This is an optimization exercise on Yosys and OpenROAD, whose aim is a short achievable clock period and few clock cycles, not a production implementation.
In this exercise RTL edits were held to simulation tests only and were not proved equivalent to the original.
The clock port is modelled as an ideal driver, which makes a skipped or thinned clock tree look cheaper than it is; a real chip needs a root buffer or a tree.
Power figures rest on the tool's default switching activity, not on a simulated workload.

==> 08-15: inputs <==
## rv_core
module rv_core (
    input  logic        clk,
    input  logic        rst_n,
    output logic [31:0] imem_addr,
    input  logic [31:0] imem_insn,
    output logic [31:0] dmem_addr,
    output logic [31:0] dmem_wdata,
    input  logic [31:0] dmem_rdata,
    output logic        dmem_wen,
    output logic [3:0]  byte_en
);
clock: 6.5 ns
lec_check: 0
cap_margin: 20
core_margin: 2
core_utilization: 40
place_density: 0.5
setup_slack_margin: 4.0
slew_margin: 20
tns_end_percent: 20
standard.sh (not shown) runs the stock make flow with config.mk's settings and CLKGATE_MAP_FILE= SYNTH_SCRIPT=/design/flow/synth_recipe.tcl, a recipe that flattens the netlist after the stock synthesis.
==> flow/flow/run.sh <==
#!/bin/bash
# The standard layout (standard.sh) with these changes:
# - synthesis runs the standard flow's synthesis script with abc given a delay-driven
#   mapping script (flow/synth.tcl, flow/speed.abc); abc maps only the logic
#   between registers, so the registers match the standard synthesis
# - adders are left to abc as plain logic (ADDER_MAP_FILE empty: no full or
#   half adder cells, which make slow carry chains)
# - ports are buffered with buf_8 instead of the delay cell buffer_ports picks
# - the clock tree is two balanced buffer levels (flow/tree.tcl, run by
#   ORFS's cts step through its PRE_CTS_TCL hook) instead of TritonCTS's three
set -euo pipefail
cd "$(dirname "$0")/.."
HERE=$(pwd)
export FLOW_ABC_SCRIPT=$HERE/flow/speed.abc
export PRE_CTS_TCL=$HERE/flow/tree.tcl
export FLOW_TREE_ROOTS=4
export FLOW_TREE_LEAVES=28
KNOBS=(ADDER_MAP_FILE= "BUFFER_PORTS_ARGS=-buffer_cell sky130_fd_sc_hd__buf_8" "SYNTH_SCRIPT=$HERE/flow/synth.tcl")
bash standard.sh "${KNOBS[@]}" synth > synth.log 2>&1
bash standard.sh "${KNOBS[@]}" > layout.log 2>&1
==> flow/flow/speed.abc <==
strash
dch
map -r -D 800
buffer -p
upsize -D 800
dnsize -D 800
==> flow/flow/tree.tcl <==
# Clock tree of two buffer levels in place of TritonCTS (sourced as the
# PRE_CTS_TCL hook, it replaces the clock_tree_synthesis command cts.tcl runs).
# The clock port drives FLOW_TREE_ROOTS root buffers, each at the middle of
# an equal share of the registers; each root drives FLOW_TREE_LEAVES leaf
# buffers, each at the middle of an equal share of its registers. Shares are
# made by splitting the registers at the median of the longer side, so every
# register sees the same two buffers and about the same wire.

proc my_tree_split { pts n } {
  # pts: list of {iterm x y}; returns n groups of about equal size
  if { $n <= 1 } { return [list $pts] }
  set xs [lsort -integer [lmap p $pts { lindex $p 1 }]]
  set ys [lsort -integer [lmap p $pts { lindex $p 2 }]]
  set w [expr { [lindex $xs end] - [lindex $xs 0] }]
  set h [expr { [lindex $ys end] - [lindex $ys 0] }]
  set k [expr { $w >= $h ? 1 : 2 }]
  set sorted [lsort -integer -index $k $pts]
  set m [expr { $n / 2 }]
  set cut [expr { [llength $sorted] * $m / $n }]
  set a [lrange $sorted 0 [expr { $cut - 1 }]]
  set b [lrange $sorted $cut end]
  return [concat [my_tree_split $a $m] [my_tree_split $b [expr { $n - $m }]]]
}

proc my_tree_center { pts } {
  set sx 0
  set sy 0
  foreach p $pts {
    set sx [expr { $sx + [lindex $p 1] }]
    set sy [expr { $sy + [lindex $p 2] }]
  }
  set n [llength $pts]
  return [list [expr { $sx / $n }] [expr { $sy / $n }]]
}

proc my_tree_buffer { block master name x y in_net out_net } {
  set inst [odb::dbInst_create $block $master $name]
  set w [[$inst getMaster] getWidth]
  set h [[$inst getMaster] getHeight]
  $inst setLocation [expr { $x - $w / 2 }] [expr { $y - $h / 2 }]
  $inst setPlacementStatus PLACED
  [$inst findITerm A] connect $in_net
  [$inst findITerm X] connect $out_net
  return $inst
}

proc clock_tree_synthesis { args } {
  set db [ord::get_db]
  set block [ord::get_db_block]
  set roots [expr { [info exists ::env(FLOW_TREE_ROOTS)] ? $::env(FLOW_TREE_ROOTS) : 4 }]
  set leaves [expr { [info exists ::env(FLOW_TREE_LEAVES)] ? $::env(FLOW_TREE_LEAVES) : 8 }]
  set master [$db findMaster sky130_fd_sc_hd__clkbuf_16]
  set port [$block findBTerm clk]
  set clk_net [$port getNet]
  set pts {}
  foreach it [$clk_net getITerms] {
    set bb [[$it getInst] getBBox]
    lappend pts [list $it [expr { ([$bb xMin] + [$bb xMax]) / 2 }] [expr { ([$bb yMin] + [$bb yMax]) / 2 }]]
  }
  puts "bench tree: [llength $pts] sinks, $roots roots of $leaves leaves"
  set r 0
  foreach group [my_tree_split $pts $roots] {
    set rnet [odb::dbNet_create $block "clk_root_$r"]
    $rnet setSigType CLOCK
    lassign [my_tree_center $group] cx cy
    my_tree_buffer $block $master "clkbuf_root_$r" $cx $cy $clk_net $rnet
    set l 0
    foreach leaf [my_tree_split $group $leaves] {
      set lnet [odb::dbNet_create $block "clk_leaf_${r}_$l"]
      $lnet setSigType CLOCK
      foreach p $leaf {
        set it [lindex $p 0]
        $it disconnect
        $it connect $lnet
      }
      lassign [my_tree_center $leaf] lx ly
      my_tree_buffer $block $master "clkbuf_leaf_${r}_$l" $lx $ly $rnet $lnet
      incr l
    }
    incr r
  }
  $clk_net setSigType CLOCK
}
Other scripts of this flow, unchanged in this note and not shown: flow/flow/synth.tcl
==> 07-21 (differences from 08-15) <==
==> flow/flow/speed.abc (replaced) <==
strash
dch
map -r -D 800
topo
buffer -p
upsize -D 800
dnsize -D 800
--- a/flow/flow/tree.tcl
+++ b/flow/flow/tree.tcl
@@ -4,5 +4,7 @@
 # an equal share of the registers; each root drives FLOW_TREE_LEAVES leaf
-# buffers, each at the middle of an equal share of its registers. Shares are
-# made by splitting the registers at the median of the longer side, so every
-# register sees the same two buffers and about the same wire.
+# buffers, each at the middle of an equal share of its registers (without
+# FLOW_TREE_LEAVES: shares of at most FLOW_TREE_SINKS registers spanning at
+# most FLOW_TREE_SPAN um half-perimeter). Shares are made by splitting the
+# registers at the median of the longer side, so every register sees the same
+# two buffers and about the same wire.
 
@@ -22,2 +24,14 @@
   return [concat [my_tree_split $a $m] [my_tree_split $b [expr { $n - $m }]]]
+}
+
+proc my_tree_leaves { pts max_sinks max_span } {
+  # split until every group has at most max_sinks sinks and a bounding box
+  # half-perimeter of at most max_span (dbu)
+  set xs [lsort -integer [lmap p $pts { lindex $p 1 }]]
+  set ys [lsort -integer [lmap p $pts { lindex $p 2 }]]
+  set span [expr { [lindex $xs end] - [lindex $xs 0] + [lindex $ys end] - [lindex $ys 0] }]
+  if { [llength $pts] <= $max_sinks && $span <= $max_span } { return [list $pts] }
+  set halves [my_tree_split $pts 2]
+  return [concat [my_tree_leaves [lindex $halves 0] $max_sinks $max_span] \
+            [my_tree_leaves [lindex $halves 1] $max_sinks $max_span]]
 }
@@ -50,3 +64,5 @@
   set roots [expr { [info exists ::env(FLOW_TREE_ROOTS)] ? $::env(FLOW_TREE_ROOTS) : 4 }]
-  set leaves [expr { [info exists ::env(FLOW_TREE_LEAVES)] ? $::env(FLOW_TREE_LEAVES) : 8 }]
+  set max_sinks [expr { [info exists ::env(FLOW_TREE_SINKS)] ? $::env(FLOW_TREE_SINKS) : 32 }]
+  set max_span [expr { [info exists ::env(FLOW_TREE_SPAN)] ? $::env(FLOW_TREE_SPAN) : 100.0 }]
+  set max_span [expr { int($max_span * [$block getDbUnitsPerMicron]) }]
   set master [$db findMaster sky130_fd_sc_hd__clkbuf_16]
@@ -59,3 +75,3 @@
   }
-  puts "bench tree: [llength $pts] sinks, $roots roots of $leaves leaves"
+  puts "bench tree: [llength $pts] sinks, $roots roots, leaves of at most $max_sinks sinks"
   set r 0
@@ -67,3 +83,8 @@
     set l 0
-    foreach leaf [my_tree_split $group $leaves] {
+    if { [info exists ::env(FLOW_TREE_LEAVES)] } {
+      set leaf_groups [my_tree_split $group $::env(FLOW_TREE_LEAVES)]
+    } else {
+      set leaf_groups [my_tree_leaves $group $max_sinks $max_span]
+    }
+    foreach leaf $leaf_groups {
       set lnet [odb::dbNet_create $block "clk_leaf_${r}_$l"]
@@ -79,2 +100,3 @@
     }
+    puts "bench tree: root $r drives $l leaves"
     incr r
Settings changed: CAP_MARGIN 20 to 50, SLEW_MARGIN 20 to 70.
==> results.txt <==
Status: 08-15 complete, no violations; 07-21 complete, no violations
Count of multi-input gates: 08-15 9,439; 07-21 9,434
Power attributed to combinational cells: 08-15 1.39 mW; 07-21 1.47 mW
Min Tclk post-route: 08-15 2.85 ns; 07-21 2.91 ns
Number of antenna violations at the first check in global routing: 08-15 54; 07-21 52
GRT Overall Usage: 08-15 47.5%; 07-21 47.7%
Reg power frac: 08-15 57.5%; 07-21 57.3%
Endpoint of the worst-slack reg-to-reg timing path: 08-15 x_b[23]; 07-21 x_b[19]
Via count of the first global-routing pass: 08-15 98,300; 07-21 99,900
Headroom to the max-slew limit: 08-15 13.7%; 07-21 60.2%
Combinational share of power: 08-15 7.2%; 07-21 7.6%
Critical path fanouts, max: 08-15 8; 07-21 29
Met1 Use GR: 08-15 62.0%; 07-21 62.3%
Fraction of standard cell area in multi-input logic: 08-15 46.6%; 07-21 45.5%
Met2 Track Usage GR: 08-15 65.0%; 07-21 65.8%
Final critical-path setup slack: 08-15 3.65 ns; 07-21 3.59 ns
Post-layout utilization of the core: 08-15 49.2%; 07-21 52.1%
Routed length on met1: 08-15 225,000 µm; 07-21 224,000 µm
Nonclk inv count: 08-15 303; 07-21 298
Final worst clock skew: 08-15 0.122 ns; 07-21 0.115 ns
Testbench counts of 08-15, summed over its fixed seeds: cycles 16,169.
Testbench counts of 07-21, summed over its fixed seeds: cycles 16,169.
No run of this note takes its clock network from TritonCTS; it comes from the design's own scripts or RTL.

[separate check: timing with driven ports]
The results above use ideal ports. As a check the final layouts listed here were re-extracted and re-timed, cells and wires unchanged.
Step 1 assumes that a clkbuf_16 drives the clock port and a buf_2 every other input.
Step 2, shift: input delay + t, output delay - t, t = (earliest + latest rising clock arrival at the registers) / 2. This alone moves slack from input paths to output paths.
a / b / c = no drivers / after step 1 / after step 2; a / b = the first two.
| run | t, ns | setup slack, ns | worst slew at a driven data input, ns | cell pins on the clock port's net |
|---|---|---|---|---|
| 08-15 | 0.910 | 3.650 / 3.545 / 3.372 | 0.13 | 4 |
| 07-21 | 0.913 | 3.587 / 3.575 / 3.317 | 0.12 | 4 |
After both steps every run listed still meets setup and hold. For 08-15, which loses most, drivers alone change the setup slack by -0.105 ns; drivers and shift together by -0.278 ns.
